What follows belongs to an exercise in optimizing a design on an open flow for a short achievable clock period and few clock cycles per item; a production flow would make more cautious choices.
Function was checked by simulation only, so behaviour that the tests miss may differ from the original.

==> flow/design.v, too long to show whole: its modules and the start of the top module <==
// module ex_stage_mul_s1: 4448 lines
// module ex_stage_mul_s2: 3776 lines
// module ex_stage_mul_iter: 2081 lines
// module ex_stage_blkadd: 29 lines
// module ex_stage_booth_enc: 14 lines
// module ex_stage: 256 lines
module ex_stage
#(
    parameter int XLEN = ex_stage_pkg::XLEN_DEF
) (
    input  logic            clk,
    input  logic            reset,
    input  logic [XLEN-1:0] pc_ex,
    input  logic [XLEN-1:0] rdata1_ex,
    input  logic [XLEN-1:0] rdata2_ex,
    input  logic [XLEN-1:0] imm_ex,
    input  logic [4:0]      rs1_ex,
    input  logic [4:0]      rs2_ex,
    input  logic [4:0]      rd_ex,
    input  logic [3:0]      funct_ex,
    input  logic [1:0]      aluop_ex,
    input  logic            alusrc_ex,
    input  logic            mul_ex,
    input  logic            branch_ex,
    input  logic            memread_ex,
    input  logic            memtoreg_ex,
    input  logic            memwrite_ex,
    input  logic            regwrite_ex,
    input  logic [4:0]      memwb_rd,
    input  logic            memwb_regwrite,
    input  logic [XLEN-1:0] memwb_wdata,
    input  logic            ex_flush,
    output logic [XLEN-1:0] mem_branch_tgt,
    output logic [XLEN-1:0] mem_alu_result,
    output logic [XLEN-1:0] mem_store_data,
    output logic            mem_zero,
    output logic [4:0]      mem_rd,
    output logic            mem_branch,
    output logic            mem_memread,
    output logic            mem_memtoreg,
    output logic            mem_memwrite,
    output logic            mem_regwrite,
    output logic            ex_stall
);
  // ...
==> flow/run.sh <==
#!/bin/bash
# synth_recipe.tcl (not shown) runs the flow's synth.tcl, then flattens the netlist and writes it again
# the make line also repeats each setting of config.mk as NAME=value (left out here)
make -C /OpenROAD-flow-scripts/flow DESIGN_CONFIG=/design/flow/config.mk WORK_HOME=/design/flow/orfs CLKGATE_MAP_FILE= SYNTH_SCRIPT=/design/flow/synth_recipe.tcl finish
==> flow/config.mk <==
export PLATFORM = sky130hd
export DESIGN_NAME = ex_stage
export DESIGN_NICKNAME = ex_stage
export VERILOG_FILES = /design/flow/design.v
export SDC_FILE = /design/flow/constraint.sdc
export NUM_CORES = 4
export LEC_CHECK = 0
export CAP_MARGIN = 40
export CELL_PAD_IN_SITES_DETAIL_PLACEMENT = 1
export CORE_MARGIN = 2
export CORE_UTILIZATION = 20
export PLACE_DENSITY = 0.35
export SETUP_SLACK_MARGIN = 4.5
export SLEW_MARGIN = 40
export SYNTH_HIERARCHICAL = 1
==> flow/constraint.sdc <==
create_clock -name core_clock -period 9.0 [get_ports {clk}]
set_input_delay 1.8000 -clock core_clock [delete_from_list [all_inputs] [get_ports {clk}]]
set_output_delay 1.8000 -clock core_clock [all_outputs]
set_load 0.01 [all_outputs]
==> results.yml, run 1 <==
run_status:
  status: "timing/DRC/antenna clean"
floorplanning:
  die_h_um: 777
global_route:
  grt_overflow_total: 0
finish:
  inv_count: 1493
  seq_share_pct: 14.6
hold_path:
  holdPathStages: 3
critical_path:
  slowest_delay_ns: 0.64
  reg2reg_from: "u_mul.r_cs_60_9"
  reg2regPathDepth: 16
  cp-start-kind: "flop"
  cp.depth: 16
  critPathLaunch: "u_mul.r_cs_60_9"
timing:
  fin_crit_sh_pct: 59.3
  tns_ns: 0
  grt_setup_unrepaired: "true"
  hold_viol: 0
cts:
  cts_max_level: 4
  cts_tree: "yes"
routing:
  vias: 119000
  wl_per_cell_um: 39.1
  route.met3.wl_um: 93800
synthesis:
  avgSynthCellArea_um2: 8.88
place:
  place_ws_ns: 1.10
  dp_cells: 20500
Testbench counts, summed over its fixed seeds: cycles 18,102, items 16,000.
==> module ex_stage, before the edit <==
module ex_stage
#(
    parameter int XLEN = ex_stage_pkg::XLEN_DEF
) (
    input  logic            clk,
    input  logic            reset,
    input  logic [XLEN-1:0] pc_ex,
    input  logic [XLEN-1:0] rdata1_ex,
    input  logic [XLEN-1:0] rdata2_ex,
    input  logic [XLEN-1:0] imm_ex,
    input  logic [4:0]      rs1_ex,
    input  logic [4:0]      rs2_ex,
    input  logic [4:0]      rd_ex,
    input  logic [3:0]      funct_ex,
    input  logic [1:0]      aluop_ex,
    input  logic            alusrc_ex,
    input  logic            mul_ex,
    input  logic            branch_ex,
    input  logic            memread_ex,
    input  logic            memtoreg_ex,
    input  logic            memwrite_ex,
    input  logic            regwrite_ex,
    input  logic [4:0]      memwb_rd,
    input  logic            memwb_regwrite,
    input  logic [XLEN-1:0] memwb_wdata,
    input  logic            ex_flush,
    output logic [XLEN-1:0] mem_branch_tgt,
    output logic [XLEN-1:0] mem_alu_result,
    output logic [XLEN-1:0] mem_store_data,
    output logic            mem_zero,
    output logic [4:0]      mem_rd,
    output logic            mem_branch,
    output logic            mem_memread,
    output logic            mem_memtoreg,
    output logic            mem_memwrite,
    output logic            mem_regwrite,
    output logic            ex_stall
);
    localparam int SHW = $clog2(XLEN);
    logic [XLEN-1:0] r_store_data, r_branch_tgt;
    logic [4:0]      r_rd;
    ex_stage_pkg::ctrl_t r_ctrl;
    logic            r_fwd_en;      
    logic            r_mul_busy;    
    logic            r_mul_fwd;     
    ex_stage_pkg::ctrl_t w_ctrl_ex;
    assign w_ctrl_ex = {branch_ex, memread_ex, memtoreg_ex, memwrite_ex, regwrite_ex};
    logic w_a_ex, w_a_wb, w_b_ex, w_b_wb, w_wb_en;
    assign w_wb_en = memwb_regwrite && memwb_rd != 5'd0;
    assign w_a_ex  = r_fwd_en && r_rd == rs1_ex;
    assign w_a_wb  = w_wb_en && memwb_rd == rs1_ex;
    assign w_b_ex  = r_fwd_en && r_rd == rs2_ex;
    assign w_b_wb  = w_wb_en && memwb_rd == rs2_ex;
    logic [XLEN-1:0] w_fwd_a, w_fwd_b, w_op_b;
    assign w_fwd_a = w_a_ex ? mem_alu_result : w_a_wb ? memwb_wdata : rdata1_ex;
    assign w_fwd_b = w_b_ex ? mem_alu_result : w_b_wb ? memwb_wdata : rdata2_ex;
    assign w_op_b  = alusrc_ex ? imm_ex : w_fwd_b;
    logic [3:0] w_f;
    always_comb begin
        if (aluop_ex == ex_stage_pkg::ALUOP_ADD)      w_f = 4'b0000;
        else if (aluop_ex == ex_stage_pkg::ALUOP_SUB) w_f = 4'b1000;
        else if (aluop_ex == ex_stage_pkg::ALUOP_ITYPE && funct_ex[2:0] != 3'b101) w_f = {1'b0, funct_ex[2:0]};
        else w_f = funct_ex;
    end
    logic w_sub, w_and, w_or, w_xor, w_sll, w_srl, w_sra, w_slt, w_sltu, w_add;
    assign w_sub  = w_f == 4'b1000;
    assign w_and  = w_f == 4'b0111;
    assign w_or   = w_f == 4'b0110;
    assign w_xor  = w_f == 4'b0100;
    assign w_sll  = w_f == 4'b0001;
    assign w_srl  = w_f == 4'b0101;
    assign w_sra  = w_f == 4'b1101;
    assign w_slt  = w_f == 4'b0010;
    assign w_sltu = w_f == 4'b0011;
    assign w_add  = !(w_sub || w_and || w_or || w_xor || w_sll || w_srl || w_sra || w_slt || w_sltu);
    logic [XLEN-1:0] w_sh_in, w_sh, w_log;
    logic [SHW-1:0]  w_shamt;
    assign w_shamt = w_op_b[SHW-1:0];
    logic [XLEN-1:0] w_sum_s0, w_sum_s1, w_dif_s0, w_dif_s1;
    logic [XLEN/16-1:0] w_sum_g, w_sum_p, w_dif_g, w_dif_p;
    ex_stage_blkadd #(.XLEN(XLEN), .BW(16)) u_add (
        .i_x(w_fwd_a), .i_y(w_op_b), .i_cin(1'b0),
        .o_s0(w_sum_s0), .o_s1(w_sum_s1), .o_g(w_sum_g), .o_p(w_sum_p));
    ex_stage_blkadd #(.XLEN(XLEN), .BW(16)) u_sub (
        .i_x(w_fwd_a), .i_y(~w_op_b), .i_cin(1'b1),
        .o_s0(w_dif_s0), .o_s1(w_dif_s1), .o_g(w_dif_g), .o_p(w_dif_p));
    for (genvar i = 0; i < XLEN; i++) begin : g_rev_in
        assign w_sh_in[i] = w_sll ? w_fwd_a[XLEN-1-i] : w_fwd_a[i];
    end
    assign w_sh    = XLEN'($signed({w_sra & w_fwd_a[XLEN-1], w_sh_in}) >>> w_shamt);
    assign w_log   = ({XLEN{w_and}} & (w_fwd_a & w_op_b))
                   | ({XLEN{w_or}}  & (w_fwd_a | w_op_b))
                   | ({XLEN{w_xor}} & (w_fwd_a ^ w_op_b));
    logic w_z_sum, w_z_dif, w_z_sh, w_z_log;
    logic [XLEN-1:0] w_sh_mask;
    assign w_z_sum = ((w_fwd_a ^ w_op_b) ^ {(w_fwd_a[XLEN-2:0] | w_op_b[XLEN-2:0]), 1'b0}) == '0;
    assign w_z_dif = w_fwd_a == w_op_b;
    always_comb for (int i = 0; i < XLEN; i++) w_sh_mask[i] = (i >= int'(w_shamt));
    assign w_z_sh  = (w_sh_in & w_sh_mask) == '0;
    assign w_z_log = (w_and && (w_fwd_a & w_op_b) == '0) || (w_or && w_fwd_a == '0 && w_op_b == '0)
                  || (w_xor && w_z_dif);
    logic w_ma_ex, w_ma_wb, w_mb_ex, w_mb_wb;
    logic [XLEN-1:0] w_mul_a, w_mx, w_my;
    assign w_ma_ex = r_mul_fwd && r_rd == rs1_ex;
    assign w_ma_wb = memwb_regwrite && memwb_rd == rs1_ex;
    assign w_mb_ex = r_mul_fwd && r_rd == rs2_ex;
    assign w_mb_wb = memwb_regwrite && memwb_rd == rs2_ex;
    assign w_mul_a = (rs1_ex == 5'd0) ? '0 : w_ma_ex ? mem_alu_result : w_ma_wb ? memwb_wdata : rdata1_ex;
    logic [31:0] w_one_ex, w_two_ex, w_neg_ex, w_one_wb, w_two_wb, w_neg_wb, w_one_rf, w_two_rf, w_neg_rf;
    logic [31:0] w_one, w_two, w_neg;
    ex_stage_booth_enc u_enc_ex (.i_b(mem_alu_result), .o_one(w_one_ex), .o_two(w_two_ex), .o_neg(w_neg_ex));
    ex_stage_booth_enc u_enc_wb (.i_b(memwb_wdata),    .o_one(w_one_wb), .o_two(w_two_wb), .o_neg(w_neg_wb));
    ex_stage_booth_enc u_enc_rf (.i_b(rdata2_ex),      .o_one(w_one_rf), .o_two(w_two_rf), .o_neg(w_neg_rf));
    logic w_mb_z, w_mb_sex, w_mb_swb, w_mb_srf;
    assign w_mb_z   = rs2_ex == 5'd0;
    assign w_mb_sex = !w_mb_z && w_mb_ex;
    assign w_mb_swb = !w_mb_z && !w_mb_ex && w_mb_wb;
    assign w_mb_srf = !w_mb_z && !w_mb_ex && !w_mb_wb;
    assign w_one = ({32{w_mb_sex}} & w_one_ex) | ({32{w_mb_swb}} & w_one_wb) | ({32{w_mb_srf}} & w_one_rf);
    assign w_two = ({32{w_mb_sex}} & w_two_ex) | ({32{w_mb_swb}} & w_two_wb) | ({32{w_mb_srf}} & w_two_rf);
    assign w_neg = ({32{w_mb_sex}} & w_neg_ex) | ({32{w_mb_swb}} & w_neg_wb) | ({32{w_mb_srf}} & w_neg_rf);
    ex_stage_mul_iter #(.XLEN(XLEN)) u_mul (
        .clk       (clk),
        .i_a       (w_mul_a),
        .i_one     (w_one),
        .i_two     (w_two),
        .i_neg     (w_neg),
        .o_x       (w_mx),
        .o_y       (w_my)
    );
    logic w_z_prd;
    assign w_z_prd = ((w_mx ^ w_my) ^ {(w_mx[XLEN-2:0] | w_my[XLEN-2:0]), 1'b0}) == '0;
    logic [XLEN-1:0] w_prd_s0, w_prd_s1;
    logic [XLEN/16-1:0] w_prd_g, w_prd_p;
    ex_stage_blkadd #(.XLEN(XLEN), .BW(16)) u_prd (
        .i_x(w_mx), .i_y(w_my), .i_cin(1'b0),
        .o_s0(w_prd_s0), .o_s1(w_prd_s1), .o_g(w_prd_g), .o_p(w_prd_p));
    logic w_stall, w_bubble;
    assign w_stall  = mul_ex && !ex_flush && !r_mul_busy;
    assign w_bubble = ex_flush || (mul_ex && !r_mul_busy);
    assign ex_stall = w_stall && !reset;
    always_ff @(posedge clk or posedge reset) begin
        if (reset) begin
            r_mul_busy <= 1'b0;
            r_ctrl     <= '0;
            r_fwd_en   <= 1'b0;
            r_mul_fwd  <= 1'b0;
        end else begin
            r_mul_busy <= w_stall;
            r_ctrl     <= w_bubble ? '0 : w_ctrl_ex;
            r_fwd_en   <= !w_bubble && regwrite_ex && !memtoreg_ex && rd_ex != 5'd0;
            r_mul_fwd  <= !w_bubble && regwrite_ex && !memtoreg_ex;
        end
    end
    function automatic logic [3:1] blk_carry(input logic [3:0] g, input logic [3:0] p);
        blk_carry[1] = g[0];
        blk_carry[2] = g[1] | (p[1] & g[0]);
        blk_carry[3] = g[2] | (p[2] & g[1]) | (p[2] & p[1] & g[0]);
    endfunction
    logic [3:1] w_sum_c, w_dif_c, w_prd_c;
    assign w_sum_c = blk_carry(w_sum_g, w_sum_p);
    assign w_dif_c = blk_carry(w_dif_g, w_dif_p);
    assign w_prd_c = blk_carry(w_prd_g, w_prd_p);
    logic [XLEN-1:0]    r_sum_s0, r_prd_s0, w_dif_s0_q;
    logic [XLEN-1:16]   r_sum_s1, r_prd_s1, w_dif_s1_q;
    logic [15:1]        r_dif_s0_0;
    logic [31:17]       r_dif_s0_1, r_dif_s1_1;
    logic [47:33]       r_dif_s0_2, r_dif_s1_2;
    logic [63:49]       r_dif_s0_3, r_dif_s1_3;
    assign w_dif_s0_q = {r_dif_s0_3, r_sum_s1[48], r_dif_s0_2, r_sum_s1[32], r_dif_s0_1, r_sum_s1[16],
                         r_dif_s0_0, r_sum_s0[0]};
    assign w_dif_s1_q = {r_dif_s1_3, r_sum_s0[48], r_dif_s1_2, r_sum_s0[32], r_dif_s1_1, r_sum_s0[16]};
    logic [3:1]      r_sum_l, r_sum_h, r_dif_l, r_dif_h, r_prd_l, r_prd_h;
    logic [XLEN-1:0] r_sh, r_log, w_sh_rev;
    logic            r_z_sum, r_z_dif, r_z_prd, r_z_sh, r_z_log;
    logic            r_dif_c3, r_a_sign, r_b_sign;
    logic            r_s_sum, r_s_diff, r_s_shl, r_s_shr, r_s_log, r_s_slt, r_s_sltu, r_s_prod;
    logic            w_s_sum, w_s_dif;
    assign w_s_sum = !r_mul_busy && w_add;
    assign w_s_dif = !r_mul_busy && w_sub;
    always_ff @(posedge clk) begin
        r_branch_tgt <= pc_ex + (imm_ex << 1);
        r_rd         <= rd_ex;
        r_store_data <= w_fwd_b;
        r_sum_s0     <= w_sum_s0;
        r_sum_s1     <= w_sum_s1[XLEN-1:16];
        r_dif_s0_0   <= w_dif_s0[15:1];
        r_dif_s0_1   <= w_dif_s0[31:17];
        r_dif_s0_2   <= w_dif_s0[47:33];
        r_dif_s0_3   <= w_dif_s0[63:49];
        r_dif_s1_1   <= w_dif_s1[31:17];
        r_dif_s1_2   <= w_dif_s1[47:33];
        r_dif_s1_3   <= w_dif_s1[63:49];
        r_prd_s0     <= w_prd_s0;
        r_prd_s1     <= w_prd_s1[XLEN-1:16];
        r_sum_l      <= {3{w_s_sum}} & ~w_sum_c;
        r_sum_h      <= {3{w_s_sum}} & w_sum_c;
        r_dif_l      <= {3{w_s_dif}} & ~w_dif_c;
        r_dif_h      <= {3{w_s_dif}} & w_dif_c;
        r_prd_l      <= {3{r_mul_busy}} & ~w_prd_c;
        r_prd_h      <= {3{r_mul_busy}} & w_prd_c;
        r_z_sum      <= w_z_sum;
        r_z_dif      <= w_z_dif;
        r_z_prd      <= w_z_prd;
        r_z_sh       <= w_z_sh;
        r_z_log      <= w_z_log;
        r_sh         <= w_sh;
        r_log        <= w_log;
        r_dif_c3     <= w_dif_c[3];
        r_a_sign     <= w_fwd_a[XLEN-1];
        r_b_sign     <= w_op_b[XLEN-1];
        r_s_slt      <= !r_mul_busy && w_slt;
        r_s_sltu     <= !r_mul_busy && w_sltu;
        r_s_prod     <= r_mul_busy;
        r_s_sum      <= w_s_sum;
        r_s_diff     <= w_s_dif;
        r_s_shl      <= !r_mul_busy && w_sll;
        r_s_shr      <= !r_mul_busy && (w_srl || w_sra);
        r_s_log      <= !r_mul_busy && (w_and || w_or || w_xor);
    end
    for (genvar i = 0; i < XLEN; i++) begin : g_rev_out
        assign w_sh_rev[i] = r_sh[XLEN-1-i];
    end
    logic w_dif_msb, w_lt;
    assign w_dif_msb = r_dif_c3 ? w_dif_s1_q[XLEN-1] : w_dif_s0_q[XLEN-1];
    assign w_lt = (r_s_slt  && ((r_a_sign != r_b_sign) ? r_a_sign : w_dif_msb))
               || (r_s_sltu && ((r_a_sign != r_b_sign) ? r_b_sign : w_dif_msb));
    logic [XLEN-1:0] w_add_res;
    assign w_add_res[15:0] = ({16{r_s_sum}}  & r_sum_s0[15:0])
                           | ({16{r_s_diff}} & w_dif_s0_q[15:0])
                           | ({16{r_s_prod}} & r_prd_s0[15:0]);
    for (genvar k = 1; k < 4; k++) begin : g_res
        assign w_add_res[k*16 +: 16] = ({16{r_sum_l[k]}} & r_sum_s0[k*16 +: 16])
                                     | ({16{r_sum_h[k]}} & r_sum_s1[k*16 +: 16])
                                     | ({16{r_dif_l[k]}} & w_dif_s0_q[k*16 +: 16])
                                     | ({16{r_dif_h[k]}} & w_dif_s1_q[k*16 +: 16])
                                     | ({16{r_prd_l[k]}} & r_prd_s0[k*16 +: 16])
                                     | ({16{r_prd_h[k]}} & r_prd_s1[k*16 +: 16]);
    end
    assign mem_alu_result = w_add_res
                          | ({XLEN{r_s_shl}}  & w_sh_rev)
                          | ({XLEN{r_s_shr}}  & r_sh)
                          | ({XLEN{r_s_log}}  & r_log)
                          | {{(XLEN-1){1'b0}}, w_lt};
    assign mem_zero       = !((r_s_sum  && !r_z_sum) || (r_s_diff && !r_z_dif) ||
                              (r_s_prod && !r_z_prd) || ((r_s_shl || r_s_shr) && !r_z_sh) ||
                              (r_s_log  && !r_z_log) || w_lt);
    assign mem_store_data = r_store_data;
    assign mem_branch_tgt = r_branch_tgt;
    assign mem_rd         = r_rd;
    assign mem_branch     = r_ctrl.branch;
    assign mem_memread    = r_ctrl.memread;
    assign mem_memtoreg   = r_ctrl.memtoreg;
    assign mem_memwrite   = r_ctrl.memwrite;
    assign mem_regwrite   = r_ctrl.regwrite;
endmodule
==> inputs of run 2 (changes only) <==
--- a/flow/design.v
+++ b/flow/design.v
@@ -10507,10 +10507,14 @@
         .o_x       (w_mx),
         .o_y       (w_my)
     );
-    logic w_z_prd;
-    assign w_z_prd = ((w_mx ^ w_my) ^ {(w_mx[XLEN-2:0] | w_my[XLEN-2:0]), 1'b0}) == '0;
     logic [XLEN-1:0] w_prd_s0, w_prd_s1;
     logic [XLEN/16-1:0] w_prd_g, w_prd_p;
+    logic [XLEN-1:0] w_prd_t;
+    logic [3:0]      w_z_prd;
+    assign w_prd_t = (w_mx ^ w_my) ^ {(w_mx[XLEN-2:0] | w_my[XLEN-2:0]), 1'b0};
+    for (genvar k = 0; k < 4; k++) begin : g_zp
+        assign w_z_prd[k] = w_prd_t[k*16 +: 16] == '0;
+    end
     ex_stage_blkadd #(.XLEN(XLEN), .BW(16)) u_prd (
         .i_x(w_mx), .i_y(w_my), .i_cin(1'b0),
         .o_s0(w_prd_s0), .o_s1(w_prd_s1), .o_g(w_prd_g), .o_p(w_prd_p));
@@ -10551,7 +10555,8 @@
     assign w_dif_s1_q = {r_dif_s1_3, r_sum_s0[48], r_dif_s1_2, r_sum_s0[32], r_dif_s1_1, r_sum_s0[16]};
     logic [3:1]      r_sum_l, r_sum_h, r_dif_l, r_dif_h, r_prd_l, r_prd_h;
     logic [XLEN-1:0] r_sh, r_log, w_sh_rev;
-    logic            r_z_sum, r_z_dif, r_z_prd, r_z_sh, r_z_log;
+    logic            r_z_sum, r_z_dif, r_z_sh, r_z_log;
+    logic [3:0]      r_z_prd;
     logic            r_dif_c3, r_a_sign, r_b_sign;
     logic            r_s_sum, r_s_diff, r_s_shl, r_s_shr, r_s_log, r_s_slt, r_s_sltu, r_s_prod;
     logic            w_s_sum, w_s_dif;
@@ -10579,8 +10584,8 @@
         r_prd_l      <= {3{r_mul_busy}} & ~w_prd_c;
         r_prd_h      <= {3{r_mul_busy}} & w_prd_c;
         r_z_sum      <= w_z_sum;
-        r_z_dif      <= w_z_dif;
         r_z_prd      <= w_z_prd;
+        r_z_dif      <= w_z_dif;
         r_z_sh       <= w_z_sh;
         r_z_log      <= w_z_log;
         r_sh         <= w_sh;
@@ -10622,7 +10627,7 @@
                           | ({XLEN{r_s_log}}  & r_log)
                           | {{(XLEN-1){1'b0}}, w_lt};
     assign mem_zero       = !((r_s_sum  && !r_z_sum) || (r_s_diff && !r_z_dif) ||
-                              (r_s_prod && !r_z_prd) || ((r_s_shl || r_s_shr) && !r_z_sh) ||
+                              (r_s_prod && !(&r_z_prd)) || ((r_s_shl || r_s_shr) && !r_z_sh) ||
                               (r_s_log  && !r_z_log) || w_lt);
     assign mem_store_data = r_store_data;
     assign mem_branch_tgt = r_branch_tgt;
==> run 2 against run 1 <==
Still clean on timing, DRC and antenna. Synthesized area rose by 0.57%. Die area rose by 0.56%. Design area fell by 1.3%. Critical path type is now primary input to flop. Non-clock buffer count fell by 62. Register-to-register slack improved by 0.31 ns. Critical path depth rose by 4.
==> results.yml, run 2 <==
critical_path:
  reg2reg_from: "u_mul.r_cs_31_11"
  crit_top_cell: "buf_12"
  regToRegEndpoint: "r_prd_l[3]"
  critical_path.max_fanout: 7
  slowest_delay_ns: 0.54
  critPathLaunch: "memwb_rd[3]"
  critPathCapture: "r_sum_l[3]"
  crit_path_end_kind: "flop"
  reg2reg_setup_slack_ns: 3.97
  critPathKind: "primary input to flop"
  crit_arrival_ns: 6.09
  path_cells: "buf_12, or4_4, or2_4, nand3_4, buf_12, buf_12, mux2i_2, o21ai_1, buf_4, mux2_4, buf_6, ha_4, and3_1, a221o_2, a31oi_4, nand2b_4, nand2b_4, a21o_4, a21oi_2, nor2b_1"
  critPathRequiredTime_ns: 9.79
  slowest_stage: "or4_4"
  critPathBufInv: 5
  cp.depth: 20
  reg2regPathDepth: 20
  cp-start-kind: "primary input"
  cp_top_family: "simple AND/OR/NAND/NOR gates"
timing:
  skew_ns: 0.115
  grt_setup_unrepaired: "true"
  tightest_slew_ns: 1.05
  fmax_mhz: 189
  hold_viol: 0
  fin_crit_sh_pct: 58.9
  min_period_ns: 5.30
  tns_ns: 0
  fin_ws_ns: 3.70
  setup_violations: 0
  slew_headroom_pct: 30.2
  slew_viol_final: 0
global_route:
  grt_overflow_total: 0
  grt_max_degree: 75
  antenna_found_initial: 148
  grt_pass1_wl_um: 1100000
  grt.total_usage_pct: 26.6
  grt_pass1_vias: 115000
synthesis:
  avgSynthCellArea_um2: 8.90
  synth_cells: 13500
  synth_area_mm2: 0.120
  ys_warn_count: 8
finish:
  fill_cells: 66600
  final_common_cell: "dfxtp_1"
  layout_common_cells: "dfxtp_1, inv_1, buf_4, xnor2_1, a22oi_1"
  multi_input_area_mm2: 0.0972
  fin_area_mm2: 0.180
  ff_latch_area_mm2: 0.0266
  final_nets: 16300
  drive_above_1_share_pct: 39.9
  synthToLayoutAreaGrowth_pct: 49.5
floorplanning:
  fp.coreArea_mm2: 0.598
  start_util_pct: 20.1
  dieArea_mm2: 0.607
  rows: 284
  die_h_um: 779
  num_io_pins: 561
  die_x_um: 779
cts:
  clockBufferDepth: 4
  insertion_delay_ns: 0.98
  cts_tree: "yes"
  ctsHoldBuffers: 0
  clk_pin_slew_ns: 0.06
  cts.sinks: 1323
  cts-root-buf: "clkbuf_16"
  cts_max_level: 4
  cts-buffers-inserted: 176
routing:
  vias: 117000
  ant_nets: 0
  viasPerCell: 5.12
  routed_wl_um: 852000
  post-route-drc-count: 0
  wl_per_cell_um: 37.4
  first_pass_iters: 9
  initialDrtViolationCount: 13500
run_status:
  status: "timing/DRC/antenna clean"
place:
  globalplace.congestion: 1.02
  dp_hpwl_um: 581000
  place_area_mm2: 0.133
  io_buffers: 560
  place_ws_ns: 1.21
hold_path:
  hp-class: "flop to flop"
flow_run:
  maxCapViolations: 0
-- run 2: final cells by class --
cell class              instances  share of cell area (%)
inverters                    1495                    3.24
flip-flops and latches       1323                    14.8
repair buffers               2774                    19.0
multi-input cells            8774                    54.1
repair inverters                1                 0.00487
well taps                    8008                    5.58
clock buffers                 251                    2.83
clock inverters                56                   0.342
diodes                         94                   0.131
-- run 2: what timing repair did --
item | 4_1_cts | 5_1_grt
endpoints found under the setup margin | 1228 | 755
resized for setup | 3743 | 1532
pin swaps | 1047 | 1069
buffers inserted | 1072 | 437
gates cloned | 157 | 23
-- run 2: per-layer routing --
| layer | track usage, % | up-vias | share of wire (%) |
|---|---|---|---|
| met3 | 6.73 | 1966 | 9.6 |
| met1 | 35.8 | 61100 | 42 |
| met4 | 15.5 | 30 | 7.7 |
| li1 | - | 46900 | - |
| met5 | 0 | - | 0.022 |
| met2 | 38.3 | 6525 | 41 |
-- run 2: worst register-to-register path, cell delays in order (launching register included) --
cell and delay [ns]:
dfxtp_2 0.32, inv_2 0.04, fa_1 0.54, inv_2 0.05
fa_2 0.34, fa_1 0.51, inv_2 0.04, fa_1 0.56
inv_2 0.05, fa_2 0.54, buf_12 0.16, ha_4 0.18
inv_2 0.03, fa_2 0.34, nand2b_4 0.16, a21oi_4 0.18
nor2_4 0.07, o21a_1 0.21, o211ai_1 0.27, a21oi_4 0.10
and2_4 0.15
-- run 2: worst min-delay path by stage --
stage,from,end,slack [ns],cells after the start
6_report,u_mul.r_cs_0_1,r_z_prd[0],0.75,4
5_1_grt,u_mul.r_cs_0_1,r_z_prd[0],0.82,4
4_1_cts,u_mul.r_cs_0_1,r_z_prd[0],0.77,4
3_5_place_dp,u_mul.r_cs_0_1,r_z_prd[0],0.74,4
3_3_place_gp,u_mul.r_cs_0_1,r_z_prd[0],0.75,4
2_1_floorplan,r_mul_busy,r_s_prod,0.41,0
-- run 2: stage by stage --
stage	cells	utilization, %	hold slack, ns
after global placement	20700	22.2	0.752
after detailed placement	20700	22.3	0.744
final	22800	30.0	0.750
after CTS	22200	28.2	0.769
after global routing	22700	30.0	0.821
after floorplan	13500	-	0.413
Testbench counts of run 2, summed over its fixed seeds: cycles 18,102, items 16,000.
==> module ex_stage_blkadd, before the edit <==
module ex_stage_blkadd #(
    parameter int XLEN = 64,
    parameter int BW   = 16
) (
    input  logic [XLEN-1:0]      i_x,
    input  logic [XLEN-1:0]      i_y,
    input  logic                 i_cin,
    output logic [XLEN-1:0]      o_s0,
    output logic [XLEN-1:0]      o_s1,
    output logic [XLEN/BW-1:0]   o_g,
    output logic [XLEN/BW-1:0]   o_p
);
    for (genvar k = 0; k < XLEN / BW; k++) begin : g_blk
        logic [BW:0] w_t0, w_t1;
        assign w_t0 = {1'b0, i_x[k*BW +: BW]} + {1'b0, i_y[k*BW +: BW]};
        assign w_t1 = {1'b0, i_x[k*BW +: BW]} - {1'b1, ~i_y[k*BW +: BW]};
        if (k == 0) begin : g_first
            assign o_s0[BW-1:0] = i_cin ? w_t1[BW-1:0] : w_t0[BW-1:0];
            assign o_s1[BW-1:0] = i_cin ? w_t1[BW-1:0] : w_t0[BW-1:0];
            assign o_g[0]       = i_cin ? w_t1[BW] : w_t0[BW];
            assign o_p[0]       = i_cin ? w_t1[BW] : w_t0[BW];
        end else begin : g_rest
            assign o_s0[k*BW +: BW] = w_t0[BW-1:0];
            assign o_s1[k*BW +: BW] = w_t1[BW-1:0];
            assign o_g[k] = w_t0[BW];
            assign o_p[k] = w_t1[BW];
        end
    end
endmodule
==> inputs of run 3 (changes only) <==
--- a/flow/design.v
+++ b/flow/design.v
@@ -10341,11 +10341,19 @@
     input  logic [XLEN-1:0]      i_x,
     input  logic [XLEN-1:0]      i_y,
     input  logic                 i_cin,
+    input  logic                 i_sel,
     output logic [XLEN-1:0]      o_s0,
     output logic [XLEN-1:0]      o_s1,
-    output logic [XLEN/BW-1:0]   o_g,
-    output logic [XLEN/BW-1:0]   o_p
+    output logic [3:1]           o_c,
+    output logic [3:1]           o_sel_l,
+    output logic [3:1]           o_sel_h
 );
+    logic [XLEN/BW-1:0] o_g, o_p;
+    assign o_c[1] = o_g[0];
+    assign o_c[2] = o_g[1] | (o_p[1] & o_g[0]);
+    assign o_c[3] = o_g[2] | (o_p[2] & o_g[1]) | (o_p[2] & o_p[1] & o_g[0]);
+    assign o_sel_l = {3{i_sel}} & ~o_c;
+    assign o_sel_h = {3{i_sel}} & o_c;
     for (genvar k = 0; k < XLEN / BW; k++) begin : g_blk
         logic [BW:0] w_t0, w_t1;
         assign w_t0 = {1'b0, i_x[k*BW +: BW]} + {1'b0, i_y[k*BW +: BW]};
@@ -10377,6 +10385,63 @@
         assign o_neg[i] = w_bx[2*i+2];
     end
 endmodule
+module ex_stage_fwd_slice #(
+    parameter int W   = 16,
+    parameter bit IMM = 1'b0,
+    parameter bit X0  = 1'b0
+) (
+    input  logic [4:0]   i_rs,
+    input  logic [4:0]   i_ex_rd,
+    input  logic [4:0]   i_wb_rd,
+    input  logic         i_ex_en,
+    input  logic         i_wb_we,
+    input  logic         i_use_imm,
+    input  logic [W-1:0] i_imm,
+    input  logic [W-1:0] i_ex,
+    input  logic [W-1:0] i_wb,
+    input  logic [W-1:0] i_rf,
+    output logic [W-1:0] o_val
+);
+    logic w_ex, w_wb;
+    logic [W-1:0] w_fwd;
+    assign w_ex = i_ex_en && i_ex_rd == i_rs;
+    if (X0) begin : g_x0
+        assign w_wb  = i_wb_we && i_wb_rd == i_rs;
+        assign w_fwd = (i_rs == 5'd0) ? '0 : w_ex ? i_ex : w_wb ? i_wb : i_rf;
+    end else begin : g_rf
+        assign w_wb  = i_wb_we && i_wb_rd != 5'd0 && i_wb_rd == i_rs;
+        assign w_fwd = w_ex ? i_ex : w_wb ? i_wb : i_rf;
+    end
+    if (IMM) begin : g_imm
+        assign o_val = i_use_imm ? i_imm : w_fwd;
+    end else begin : g_noimm
+        assign o_val = w_fwd;
+    end
+endmodule
+module ex_stage_booth_sel #(
+    parameter int N = 8
+) (
+    input  logic [4:0]   i_rs,
+    input  logic [4:0]   i_ex_rd,
+    input  logic [4:0]   i_wb_rd,
+    input  logic         i_ex_en,
+    input  logic         i_wb_we,
+    input  logic [N-1:0] i_one_ex, i_two_ex, i_neg_ex,
+    input  logic [N-1:0] i_one_wb, i_two_wb, i_neg_wb,
+    input  logic [N-1:0] i_one_rf, i_two_rf, i_neg_rf,
+    output logic [N-1:0] o_one, o_two, o_neg
+);
+    logic w_z, w_ex, w_wb, w_sex, w_swb, w_srf;
+    assign w_z   = i_rs == 5'd0;
+    assign w_ex  = i_ex_en && i_ex_rd == i_rs;
+    assign w_wb  = i_wb_we && i_wb_rd == i_rs;
+    assign w_sex = !w_z && w_ex;
+    assign w_swb = !w_z && !w_ex && w_wb;
+    assign w_srf = !w_z && !w_ex && !w_wb;
+    assign o_one = ({N{w_sex}} & i_one_ex) | ({N{w_swb}} & i_one_wb) | ({N{w_srf}} & i_one_rf);
+    assign o_two = ({N{w_sex}} & i_two_ex) | ({N{w_swb}} & i_two_wb) | ({N{w_srf}} & i_two_rf);
+    assign o_neg = ({N{w_sex}} & i_neg_ex) | ({N{w_swb}} & i_neg_wb) | ({N{w_srf}} & i_neg_rf);
+endmodule
 module ex_stage
 #(
     parameter int XLEN = ex_stage_pkg::XLEN_DEF
@@ -10424,16 +10489,25 @@
     logic            r_mul_fwd;     
     ex_stage_pkg::ctrl_t w_ctrl_ex;
     assign w_ctrl_ex = {branch_ex, memread_ex, memtoreg_ex, memwrite_ex, regwrite_ex};
-    logic w_a_ex, w_a_wb, w_b_ex, w_b_wb, w_wb_en;
-    assign w_wb_en = memwb_regwrite && memwb_rd != 5'd0;
-    assign w_a_ex  = r_fwd_en && r_rd == rs1_ex;
-    assign w_a_wb  = w_wb_en && memwb_rd == rs1_ex;
-    assign w_b_ex  = r_fwd_en && r_rd == rs2_ex;
-    assign w_b_wb  = w_wb_en && memwb_rd == rs2_ex;
-    logic [XLEN-1:0] w_fwd_a, w_fwd_b, w_op_b;
-    assign w_fwd_a = w_a_ex ? mem_alu_result : w_a_wb ? memwb_wdata : rdata1_ex;
-    assign w_fwd_b = w_b_ex ? mem_alu_result : w_b_wb ? memwb_wdata : rdata2_ex;
-    assign w_op_b  = alusrc_ex ? imm_ex : w_fwd_b;
+    logic [XLEN-1:0] w_fwd_a, w_fwd_b, w_op_b, w_mul_a;
+    for (genvar k = 0; k < XLEN / 16; k++) begin : g_fwd
+        ex_stage_fwd_slice #(.W(16), .IMM(1'b0), .X0(1'b0)) u_a (
+            .i_rs(rs1_ex), .i_ex_rd(r_rd), .i_wb_rd(memwb_rd), .i_ex_en(r_fwd_en), .i_wb_we(memwb_regwrite),
+            .i_use_imm(1'b0), .i_imm(16'd0), .i_ex(mem_alu_result[k*16 +: 16]),
+            .i_wb(memwb_wdata[k*16 +: 16]), .i_rf(rdata1_ex[k*16 +: 16]), .o_val(w_fwd_a[k*16 +: 16]));
+        ex_stage_fwd_slice #(.W(16), .IMM(1'b0), .X0(1'b0)) u_b (
+            .i_rs(rs2_ex), .i_ex_rd(r_rd), .i_wb_rd(memwb_rd), .i_ex_en(r_fwd_en), .i_wb_we(memwb_regwrite),
+            .i_use_imm(1'b0), .i_imm(16'd0), .i_ex(mem_alu_result[k*16 +: 16]),
+            .i_wb(memwb_wdata[k*16 +: 16]), .i_rf(rdata2_ex[k*16 +: 16]), .o_val(w_fwd_b[k*16 +: 16]));
+        ex_stage_fwd_slice #(.W(16), .IMM(1'b1), .X0(1'b0)) u_opb (
+            .i_rs(rs2_ex), .i_ex_rd(r_rd), .i_wb_rd(memwb_rd), .i_ex_en(r_fwd_en), .i_wb_we(memwb_regwrite),
+            .i_use_imm(alusrc_ex), .i_imm(imm_ex[k*16 +: 16]), .i_ex(mem_alu_result[k*16 +: 16]),
+            .i_wb(memwb_wdata[k*16 +: 16]), .i_rf(rdata2_ex[k*16 +: 16]), .o_val(w_op_b[k*16 +: 16]));
+        ex_stage_fwd_slice #(.W(16), .IMM(1'b0), .X0(1'b1)) u_ma (
+            .i_rs(rs1_ex), .i_ex_rd(r_rd), .i_wb_rd(memwb_rd), .i_ex_en(r_mul_fwd), .i_wb_we(memwb_regwrite),
+            .i_use_imm(1'b0), .i_imm(16'd0), .i_ex(mem_alu_result[k*16 +: 16]),
+            .i_wb(memwb_wdata[k*16 +: 16]), .i_rf(rdata1_ex[k*16 +: 16]), .o_val(w_mul_a[k*16 +: 16]));
+    end
     logic [3:0] w_f;
     always_comb begin
         if (aluop_ex == ex_stage_pkg::ALUOP_ADD)      w_f = 4'b0000;
@@ -10456,13 +10530,14 @@
     logic [SHW-1:0]  w_shamt;
     assign w_shamt = w_op_b[SHW-1:0];
     logic [XLEN-1:0] w_sum_s0, w_sum_s1, w_dif_s0, w_dif_s1;
-    logic [XLEN/16-1:0] w_sum_g, w_sum_p, w_dif_g, w_dif_p;
+    logic [3:1]      w_sum_c, w_sum_l, w_sum_h, w_dif_c, w_dif_l, w_dif_h;
+    logic            w_s_sum, w_s_dif;    
     ex_stage_blkadd #(.XLEN(XLEN), .BW(16)) u_add (
         .i_x(w_fwd_a), .i_y(w_op_b), .i_cin(1'b0),
-        .o_s0(w_sum_s0), .o_s1(w_sum_s1), .o_g(w_sum_g), .o_p(w_sum_p));
+        .i_sel(w_s_sum), .o_s0(w_sum_s0), .o_s1(w_sum_s1), .o_c(w_sum_c), .o_sel_l(w_sum_l), .o_sel_h(w_sum_h));
     ex_stage_blkadd #(.XLEN(XLEN), .BW(16)) u_sub (
         .i_x(w_fwd_a), .i_y(~w_op_b), .i_cin(1'b1),
-        .o_s0(w_dif_s0), .o_s1(w_dif_s1), .o_g(w_dif_g), .o_p(w_dif_p));
+        .i_sel(w_s_dif), .o_s0(w_dif_s0), .o_s1(w_dif_s1), .o_c(w_dif_c), .o_sel_l(w_dif_l), .o_sel_h(w_dif_h));
     for (genvar i = 0; i < XLEN; i++) begin : g_rev_in
         assign w_sh_in[i] = w_sll ? w_fwd_a[XLEN-1-i] : w_fwd_a[i];
     end
@@ -10478,26 +10553,20 @@
     assign w_z_sh  = (w_sh_in & w_sh_mask) == '0;
     assign w_z_log = (w_and && (w_fwd_a & w_op_b) == '0) || (w_or && w_fwd_a == '0 && w_op_b == '0)
                   || (w_xor && w_z_dif);
-    logic w_ma_ex, w_ma_wb, w_mb_ex, w_mb_wb;
-    logic [XLEN-1:0] w_mul_a, w_mx, w_my;
-    assign w_ma_ex = r_mul_fwd && r_rd == rs1_ex;
-    assign w_ma_wb = memwb_regwrite && memwb_rd == rs1_ex;
-    assign w_mb_ex = r_mul_fwd && r_rd == rs2_ex;
-    assign w_mb_wb = memwb_regwrite && memwb_rd == rs2_ex;
-    assign w_mul_a = (rs1_ex == 5'd0) ? '0 : w_ma_ex ? mem_alu_result : w_ma_wb ? memwb_wdata : rdata1_ex;
+    logic [XLEN-1:0] w_mx, w_my;
     logic [31:0] w_one_ex, w_two_ex, w_neg_ex, w_one_wb, w_two_wb, w_neg_wb, w_one_rf, w_two_rf, w_neg_rf;
     logic [31:0] w_one, w_two, w_neg;
     ex_stage_booth_enc u_enc_ex (.i_b(mem_alu_result), .o_one(w_one_ex), .o_two(w_two_ex), .o_neg(w_neg_ex));
     ex_stage_booth_enc u_enc_wb (.i_b(memwb_wdata),    .o_one(w_one_wb), .o_two(w_two_wb), .o_neg(w_neg_wb));
     ex_stage_booth_enc u_enc_rf (.i_b(rdata2_ex),      .o_one(w_one_rf), .o_two(w_two_rf), .o_neg(w_neg_rf));
-    logic w_mb_z, w_mb_sex, w_mb_swb, w_mb_srf;
-    assign w_mb_z   = rs2_ex == 5'd0;
-    assign w_mb_sex = !w_mb_z && w_mb_ex;
-    assign w_mb_swb = !w_mb_z && !w_mb_ex && w_mb_wb;
-    assign w_mb_srf = !w_mb_z && !w_mb_ex && !w_mb_wb;
-    assign w_one = ({32{w_mb_sex}} & w_one_ex) | ({32{w_mb_swb}} & w_one_wb) | ({32{w_mb_srf}} & w_one_rf);
-    assign w_two = ({32{w_mb_sex}} & w_two_ex) | ({32{w_mb_swb}} & w_two_wb) | ({32{w_mb_srf}} & w_two_rf);
-    assign w_neg = ({32{w_mb_sex}} & w_neg_ex) | ({32{w_mb_swb}} & w_neg_wb) | ({32{w_mb_srf}} & w_neg_rf);
+    for (genvar k = 0; k < 4; k++) begin : g_bsel
+        ex_stage_booth_sel #(.N(8)) u_bsel (
+            .i_rs(rs2_ex), .i_ex_rd(r_rd), .i_wb_rd(memwb_rd), .i_ex_en(r_mul_fwd), .i_wb_we(memwb_regwrite),
+            .i_one_ex(w_one_ex[k*8 +: 8]), .i_two_ex(w_two_ex[k*8 +: 8]), .i_neg_ex(w_neg_ex[k*8 +: 8]),
+            .i_one_wb(w_one_wb[k*8 +: 8]), .i_two_wb(w_two_wb[k*8 +: 8]), .i_neg_wb(w_neg_wb[k*8 +: 8]),
+            .i_one_rf(w_one_rf[k*8 +: 8]), .i_two_rf(w_two_rf[k*8 +: 8]), .i_neg_rf(w_neg_rf[k*8 +: 8]),
+            .o_one(w_one[k*8 +: 8]), .o_two(w_two[k*8 +: 8]), .o_neg(w_neg[k*8 +: 8]));
+    end
     ex_stage_mul_iter #(.XLEN(XLEN)) u_mul (
         .clk       (clk),
         .i_a       (w_mul_a),
@@ -10508,7 +10577,7 @@
         .o_y       (w_my)
     );
     logic [XLEN-1:0] w_prd_s0, w_prd_s1;
-    logic [XLEN/16-1:0] w_prd_g, w_prd_p;
+    logic [3:1]      w_prd_c, w_prd_l, w_prd_h;
     logic [XLEN-1:0] w_prd_t;
     logic [3:0]      w_z_prd;
     assign w_prd_t = (w_mx ^ w_my) ^ {(w_mx[XLEN-2:0] | w_my[XLEN-2:0]), 1'b0};
@@ -10517,7 +10586,7 @@
     end
     ex_stage_blkadd #(.XLEN(XLEN), .BW(16)) u_prd (
         .i_x(w_mx), .i_y(w_my), .i_cin(1'b0),
-        .o_s0(w_prd_s0), .o_s1(w_prd_s1), .o_g(w_prd_g), .o_p(w_prd_p));
+        .i_sel(r_mul_busy), .o_s0(w_prd_s0), .o_s1(w_prd_s1), .o_c(w_prd_c), .o_sel_l(w_prd_l), .o_sel_h(w_prd_h));
     logic w_stall, w_bubble;
     assign w_stall  = mul_ex && !ex_flush && !r_mul_busy;
     assign w_bubble = ex_flush || (mul_ex && !r_mul_busy);
@@ -10535,15 +10604,6 @@
             r_mul_fwd  <= !w_bubble && regwrite_ex && !memtoreg_ex;
         end
     end
-    function automatic logic [3:1] blk_carry(input logic [3:0] g, input logic [3:0] p);
-        blk_carry[1] = g[0];
-        blk_carry[2] = g[1] | (p[1] & g[0]);
-        blk_carry[3] = g[2] | (p[2] & g[1]) | (p[2] & p[1] & g[0]);
-    endfunction
-    logic [3:1] w_sum_c, w_dif_c, w_prd_c;
-    assign w_sum_c = blk_carry(w_sum_g, w_sum_p);
-    assign w_dif_c = blk_carry(w_dif_g, w_dif_p);
-    assign w_prd_c = blk_carry(w_prd_g, w_prd_p);
     logic [XLEN-1:0]    r_sum_s0, r_prd_s0, w_dif_s0_q;
     logic [XLEN-1:16]   r_sum_s1, r_prd_s1, w_dif_s1_q;
     logic [15:1]        r_dif_s0_0;
@@ -10559,7 +10619,6 @@
     logic [3:0]      r_z_prd;
     logic            r_dif_c3, r_a_sign, r_b_sign;
     logic            r_s_sum, r_s_diff, r_s_shl, r_s_shr, r_s_log, r_s_slt, r_s_sltu, r_s_prod;
-    logic            w_s_sum, w_s_dif;
     assign w_s_sum = !r_mul_busy && w_add;
     assign w_s_dif = !r_mul_busy && w_sub;
     always_ff @(posedge clk) begin
@@ -10577,12 +10636,12 @@
         r_dif_s1_3   <= w_dif_s1[63:49];
         r_prd_s0     <= w_prd_s0;
         r_prd_s1     <= w_prd_s1[XLEN-1:16];
-        r_sum_l      <= {3{w_s_sum}} & ~w_sum_c;
-        r_sum_h      <= {3{w_s_sum}} & w_sum_c;
-        r_dif_l      <= {3{w_s_dif}} & ~w_dif_c;
-        r_dif_h      <= {3{w_s_dif}} & w_dif_c;
-        r_prd_l      <= {3{r_mul_busy}} & ~w_prd_c;
-        r_prd_h      <= {3{r_mul_busy}} & w_prd_c;
+        r_sum_l      <= w_sum_l;
+        r_sum_h      <= w_sum_h;
+        r_dif_l      <= w_dif_l;
+        r_dif_h      <= w_dif_h;
+        r_prd_l      <= w_prd_l;
+        r_prd_h      <= w_prd_h;
         r_z_sum      <= w_z_sum;
         r_z_prd      <= w_z_prd;
         r_z_dif      <= w_z_dif;
==> run 3 against run 2 <==
Non-clock buffer count decreased by 40. Synthesized cell count is 6.4% higher. Critical endpoint is now u_mul.r_cs_62_11. Highest routed layer unchanged.
==> results.yml, run 3 <==
critical_path:
  slowest_delay_ns: 0.75
  critical_path.max_fanout: 5
  critPathRequiredTime_ns: 9.78
  slowest_stage: "a222oi_1"
  critPathKind: "flop to flop"
  regToRegEndpoint: "u_mul.r_cs_62_11"
  path_cells: "buf_6, buf_12, a222oi_1, nand3_2, buf_6, buf_6, buf_6, buf_6, buf_6, buf_6, buf_8, buf_6, nand2b_4, o21ai_4, and3_4, nand3_4, a31oi_4, buf_12, buf_12, buf_12, a22oi_2, xnor2_2, fa_2, fa_2"
  crit_path_end_kind: "flop"
  reg2reg_setup_slack_ns: 3.75
  critPathCapture: "u_mul.r_cs_62_11"
  reg2regPathDepth: 24
  crit_top_cell: "buf_6"
  critPathLaunch: "r_s_shr"
  cp-start-kind: "flop"
  crit_arrival_ns: 6.03
  reg2reg_from: "r_s_shr"
synthesis:
  synth_area_mm2: 0.126
  avgSynthCellArea_um2: 8.77
  synth_cells: 14400
  ys_warn_count: 8
global_route:
  antenna_found_initial: 125
  grt_overflow_total: 0
  grt.total_usage_pct: 26.5
  grt_pass1_vias: 124000
  grt_max_degree: 68
  grt_pass1_wl_um: 1160000
timing:
  setup_violations: 0
  skew_ns: 0.118
  tightest_slew_ns: 1.09
  fin_crit_sh_pct: 58.4
  tns_ns: 0
  hold_viol: 0
  min_period_ns: 5.25
  slew_headroom_pct: 27.1
  grt_setup_unrepaired: "true"
  fmax_mhz: 190
  slew_viol_final: 0
routing:
  first_pass_iters: 9
  routed_wl_um: 888000
  vias: 123000
  ant_nets: 0
  initialDrtViolationCount: 12300
  wl_per_cell_um: 37.2
  post-route-drc-count: 0
  viasPerCell: 5.18
place:
  globalplace.congestion: 0.998
  io_buffers: 560
  dp_hpwl_um: 613000
cts:
  clk_pin_slew_ns: 0.06
  ctsHoldBuffers: 0
  cts-buffers-inserted: 190
  insertion_delay_ns: 1.01
  cts_tree: "yes"
  cts_max_level: 4
  cts.sinks: 1323
  cts-root-buf: "clkbuf_16"
  clockBufferDepth: 4
finish:
  synthToLayoutAreaGrowth_pct: 45.6
  final_common_cell: "inv_1"
  final_nets: 17100
  layout_common_cells: "inv_1, dfxtp_1, buf_4, xnor2_1, a22oi_1"
  drive_above_1_share_pct: 37.8
floorplanning:
  die_x_um: 798
  die_h_um: 798
  start_util_pct: 20.1
  rows: 291
  num_io_pins: 561
  fp.coreArea_mm2: 0.628
  dieArea_mm2: 0.636
flow_run:
  maxCapViolations: 0
run_status:
  status: "timing/DRC/antenna clean"
hold_path:
  hp-class: "flop to flop"
run 3: critical path, delay by kind of cell, from the launching register on:
kind / cells / cell delay [ns]
flops: 1 / 0.35
compound gates: 4 / 1.26
fa+ha+maj: 2 / 0.99
buf+inv: 13 / 1.55
simple gates: 4 / 0.67
xor+xnor: 1 / 0.18
run 3: cell type report:
type / count / area, µm²
Inverter: 1552 / 5960
Clock inverter: 95 / 1090
Sequential cell: 1323 / 26600
Antenna cell: 67 / 168
Fill cell: 70600 / 444000
Timing Repair inverter: 5 / 65.1
Timing Repair Buffer: 2734 / 32300
Multi-Input combinational cell: 9454 / 101000
Tap cell: 8350 / 10400
Clock buffer: 252 / 5380
run 3: what timing repair did:
action	4_1_cts	5_1_grt
pin swaps	928	944
buffers inserted	1032	410
cloned	117	25
resized for setup	3112	1402
setup endpoints to repair	1192	722
run 3: metrics by stage:
stage / setup WS [ns] / std cells / hold slack (ns) / utilization (%) / instance area, µm²
finish: 3.75 / 23800 / 0.703 / 29.2 / 183000
global route: 3.76 / 23800 / 0.729 / 29.2 / 183000
CTS: 3.80 / 23300 / 0.700 / 27.5 / 173000
detailed placement: 1.60 / 21800 / 0.679 / 22.5 / 141000
global placement: 1.37 / 21800 / 0.684 / 22.4 / 141000
floorplan: 3.54 / 14400 / 0.479 / - / 132000
run 3: worst min path at each step:
stage,startpoint,cells after the start,endpoint,slack [ns]
after floorplan,r_mul_busy,0,r_s_prod,0.48
after global placement,u_mul.r_cs_2_2,2,r_prd_s0[2],0.68
after detailed placement,u_mul.r_cs_2_2,2,r_prd_s0[2],0.68
after CTS,u_mul.r_cs_0_1,4,r_z_prd[0],0.70
after global routing,u_mul.r_cs_0_1,4,r_z_prd[0],0.73
final,u_mul.r_cs_0_1,4,r_z_prd[0],0.70
run 3: per-layer routing:
layer  GRT usage (%)  share of wire (%)  vias to the layer above
met2            41.1                 44                     6126
met1            32.1                 39                    64700
met3            6.33                8.2                     2028
met4            18.9                9.3                       48
met5               0              0.034                        -
li1                -                  -                    50500
Testbench counts of run 3, summed over its fixed seeds: cycles 18,102, items 16,000.

what the ideal ports hide:
The results above use ideal ports. As a check the final layouts listed here were re-extracted and re-timed, cells and wires unchanged. Step 1: set_driving_cell puts a clkbuf_16 on clk and a buf_2 on each other input, an assumption about the parent block. Step 2 adds t to the input delays and takes it off the output delays; t is the mean of the earliest and latest rising clock arrival at the registers after step 1. Input paths then give back, and output paths get back, about the clock's delay inside the block. Three values: ideal, step 1, step 2; two values: the first two.
| run | t (ns) | setup slack, ns | worst slew at a driven data input, ns | pins driven straight from the clock port |
|---|---|---|---|---|
| run 1 | 1.091 | 3.661 / 3.557 / 2.467 | 0.33 | 1 |
| run 2 | 1.060 | 3.699 / 3.783 / 2.722 | 0.31 | 1 |
| run 3 | 1.077 | 3.747 / 3.681 / 2.703 | 0.43 | 1 |
After both steps setup and hold are still met in every run listed. For run 1, which loses most, drivers alone change the setup slack by -0.104 ns; drivers and shift together by -1.194 ns.
